Background: an optimization exercise with open tools, aiming at small area and a short achievable clock period. Do not read the settings as production practice.
Only simulation tests tie the RTL to the original design; equivalence was not proved.
Power is estimated from default activity; no workload was simulated.

// usb_device
module usb_device #(
   parameter int EP_DEPTH = 64             
) (
   input  logic              clk,
   input  logic              rst,
   input  logic              usb_reset,    
   input  logic              rx_valid,     
   input  logic              rx_active,    
   input  logic [7:0]        rx_data,
   output logic              tx_valid,     
   output logic [7:0]        tx_data,
   input  logic              tx_ready,
   input  logic              cfg_req,
   input  logic [1:0]        cfg_op,
   input  logic              cfg_ep,
   input  logic [6:0]        cfg_data,
   output logic              cfg_ack,
   input  logic              ep0_out_rd,
   output logic [7:0]        ep0_out_dout,
   output logic              ep0_out_empty,
   input  logic              ep0_in_wr,
   input  logic [7:0]        ep0_in_din,
   output logic              ep0_in_full,
   input  logic              ep1_in_wr,
   input  logic [7:0]        ep1_in_din,
   output logic              ep1_in_full
);
Size: roughly 1,800 flip-flops, roughly 66,000 um^2 of cells after synthesis.
clock: 4.2 ns
lec_check: 0
cap_margin: 20
core_margin: 2
core_utilization: 40
cts_cluster_diameter: 120
cts_cluster_size: 30
setup_slack_margin: 2.0
slew_margin: 20
run.sh (not shown) runs the stock make flow with config.mk's settings and CLKGATE_MAP_FILE= SYNTH_SCRIPT=/design/flow/synth_recipe.tcl, a recipe that flattens the netlist after the stock synthesis.
Edit:
- TNS_END_PERCENT: default -> 20
The changed run completed with no timing, DRC or antenna violations; design area goes down by 0.81%; routed wire length rose by 0.50%; area after synthesis stays the same; count of clock-buffer cells in the layout rose by 8; setup slack gets worse by 100 ps; sequential power barely changes; combinational power shrinks by 8.0%; synthesized cell count is unchanged; utilization came out lower by 0.37 points; global-route usage shrinks by 0.19 points; via count rises by 0.55%.
Edit:
- CORE_UTILIZATION: 40 -> 50
- PLACE_DENSITY: default -> 0.65
- TNS_END_PERCENT: 20 -> default
Wire length fell by about 3%.
Final area hardly moves.
Fmax rose by about 5.5%.
Edit:
- CORE_UTILIZATION: 50 -> 55
- PLACE_DENSITY: 0.65 -> 0.68
What happened: Synthesized area stays the same; hold slack is better by 15 ps; clock skew goes down by 21 ps; setup slack loses 86 ps; design area rose by 0.37%; fmax shrinks by 3.7%; routed wire length went up by 1.4%.

run 1:
Starting RTL as in the previous note.
Design usb_device, start of the top module:
module usb_device #(
   parameter int EP_DEPTH = 64             
) (
   input  logic              clk,
   input  logic              rst,
   input  logic              usb_reset,    
   input  logic              rx_valid,     
   input  logic              rx_active,    
   input  logic [7:0]        rx_data,
   output logic              tx_valid,     
   output logic [7:0]        tx_data,
   input  logic              tx_ready,
   input  logic              cfg_req,
   input  logic [1:0]        cfg_op,
   input  logic              cfg_ep,
   input  logic [6:0]        cfg_data,
   output logic              cfg_ack,
   input  logic              ep0_out_rd,
   output logic [7:0]        ep0_out_dout,
   output logic              ep0_out_empty,
   input  logic              ep0_in_wr,
   input  logic [7:0]        ep0_in_din,
   output logic              ep0_in_full,
   input  logic              ep1_in_wr,
   input  logic [7:0]        ep1_in_din,
   output logic              ep1_in_full
);
   logic [6:0] dev_addr;
   logic [1:0] stall;
   logic       ep0o_full;
   logic       ep0o_wr;
   logic       ep0o_commit;
   logic       ep0o_abort;
   logic [7:0] ep0o_din;
   logic [1:0] epi_empty;
   logic [7:0] epi_q0;
   logic [7:0] epi_q1;
   logic [1:0] epi_rd;
  ...
Settings: LEC_CHECK=0, CAP_MARGIN=20, CELL_PAD_IN_SITES_GLOBAL_PLACEMENT=0, CORE_MARGIN=2, CORE_UTILIZATION=50, CTS_CLUSTER_DIAMETER=120, CTS_CLUSTER_SIZE=30, PLACE_DENSITY=0.65, SETUP_SLACK_MARGIN=2.0, SLEW_MARGIN=20; clock period 4.2 ns.
Input-level comparison between run 2 and run 1:
- clearing CTS_CLUSTER_DIAMETER, which used to be 120
- clearing PLACE_DENSITY, which used to be 0.65
- clearing CELL_PAD_IN_SITES_GLOBAL_PLACEMENT, which used to be 0
- clearing CTS_CLUSTER_SIZE, which used to be 30
- swapping 50 for 40 in CORE_UTILIZATION
## What came out
Run 2 has completed all stages; timing, DRC and antenna checks passed. [compare] base=run 1 new=run 2: headroom to the max-slew limit increased 4.5 points; final layout net count +115; cell area rose by 6.0%.
Modified inputs, run 3 compared to run 2
- SETUP_SLACK_MARGIN: 2.0 -> 2.05
- CTS_CLUSTER_SIZE: unset -> 30
- PLACE_DENSITY: unset -> 0.65
- CTS_CLUSTER_DIAMETER: unset -> 120
- CORE_UTILIZATION: 40 -> 50
Findings:
Against run 2, run 3 comes in 1.4 points higher on share of cell area taken by multi-input logic gates.
When run 3 is set beside run 2, its non-clock buffer count turns out to be 10 smaller.
In run 3 the fill cell instance count of the final layout turned out 3767 lower than in run 2.
Min core utilization across run 2 and run 3: run 2
Run 3 vs run 2, portion of total power attributed to sequential cells went up by 15 points.
For the number of clock buffers in the layout, run 3 came in 125 lower than run 2 did.
Taking run 2 as the reference point, the met1 wire length of run 3 falls by about 3.6%.
Diff run 2 -> run 3: aggregate routed wire length went down; full die area fell by about 20%; cell depth of the worst setup path rose 4.
What run 4 does differently from run 3 at the input level:
- swapping 2.05 for 2.0 in SETUP_SLACK_MARGIN
- swapping 120 for 100 in CTS_CLUSTER_DIAMETER
- swapping 30 for 24 in CTS_CLUSTER_SIZE
Going from run 3 to run 4, the met3 routed wirelength was found to have gone down by 9.8%.
Total chip power was lower in the run labelled run 3.
On register-to-register path setup slack, run 3 and run 4 are neck and neck.
Diff run 3..run 4 | number of well taps | unchanged
Compared with run 3, run 4 shows peak supply drop that has gone up by more than 10%.
Comparing run 3 and run 4, the lower total via count after detailed routing is on run 4.
Delta (run 4 minus run 3): total of clock buffers placed in the layout now larger, multi-input gate share of total cell area now smaller.

-- separate check: timing with driven ports --
The results above use ideal ports. As a check the final layouts listed here were re-extracted and re-timed, cells and wires unchanged. Step 1, drivers: a clkbuf_16 drives clk and a buf_2 each remaining input, both assumed. Step 2 also shifts input and output timing later by t, the mid clock arrival at the registers, as if the neighbouring blocks saw the same clock. Slacks: ideal / step 1 / step 2; pairs: ideal / step 1.
run | t (ns) | slack for setup (ns) | hold WS [ns] | worst setup path after step 2 | cell pins on the clock port's net
the first run of note 1 | 0.784 | 1.976 / 1.942 / 1.157 | 0.429 / 0.429 / 0.429 | input to register | 1
the second run of note 1 | 0.774 | 1.873 / 1.877 / 1.136 | 0.431 / 0.431 / 0.431 | input to register | 1
the third run of note 1 | 0.778 | 1.995 / 1.964 / 1.254 | 0.413 / 0.413 / 0.413 | input to register | 1
the fourth run of note 1 | 0.772 | 1.909 / 1.968 / 1.196 | 0.428 / 0.370 / 0.428 | input to register | 1
run 1 | 0.778 | 1.995 / 1.964 / 1.254 | 0.413 / 0.413 / 0.413 | input to register | 1
run 2 | 0.865 | 1.983 / 1.891 / 1.025 | 0.375 / 0.417 / 0.417 | input to register | 1
run 3 | 0.798 | 1.986 / 1.916 / 1.222 | 0.429 / 0.429 / 0.429 | input to register | 1
run 4 | 0.794 | 1.974 / 1.958 / 1.230 | 0.426 / 0.416 / 0.426 | input to register | 1
After both steps setup and hold are still met in every run listed. The setup slack of run 2, which loses most, moves by -0.092 ns with the drivers and by -0.958 ns with both steps.
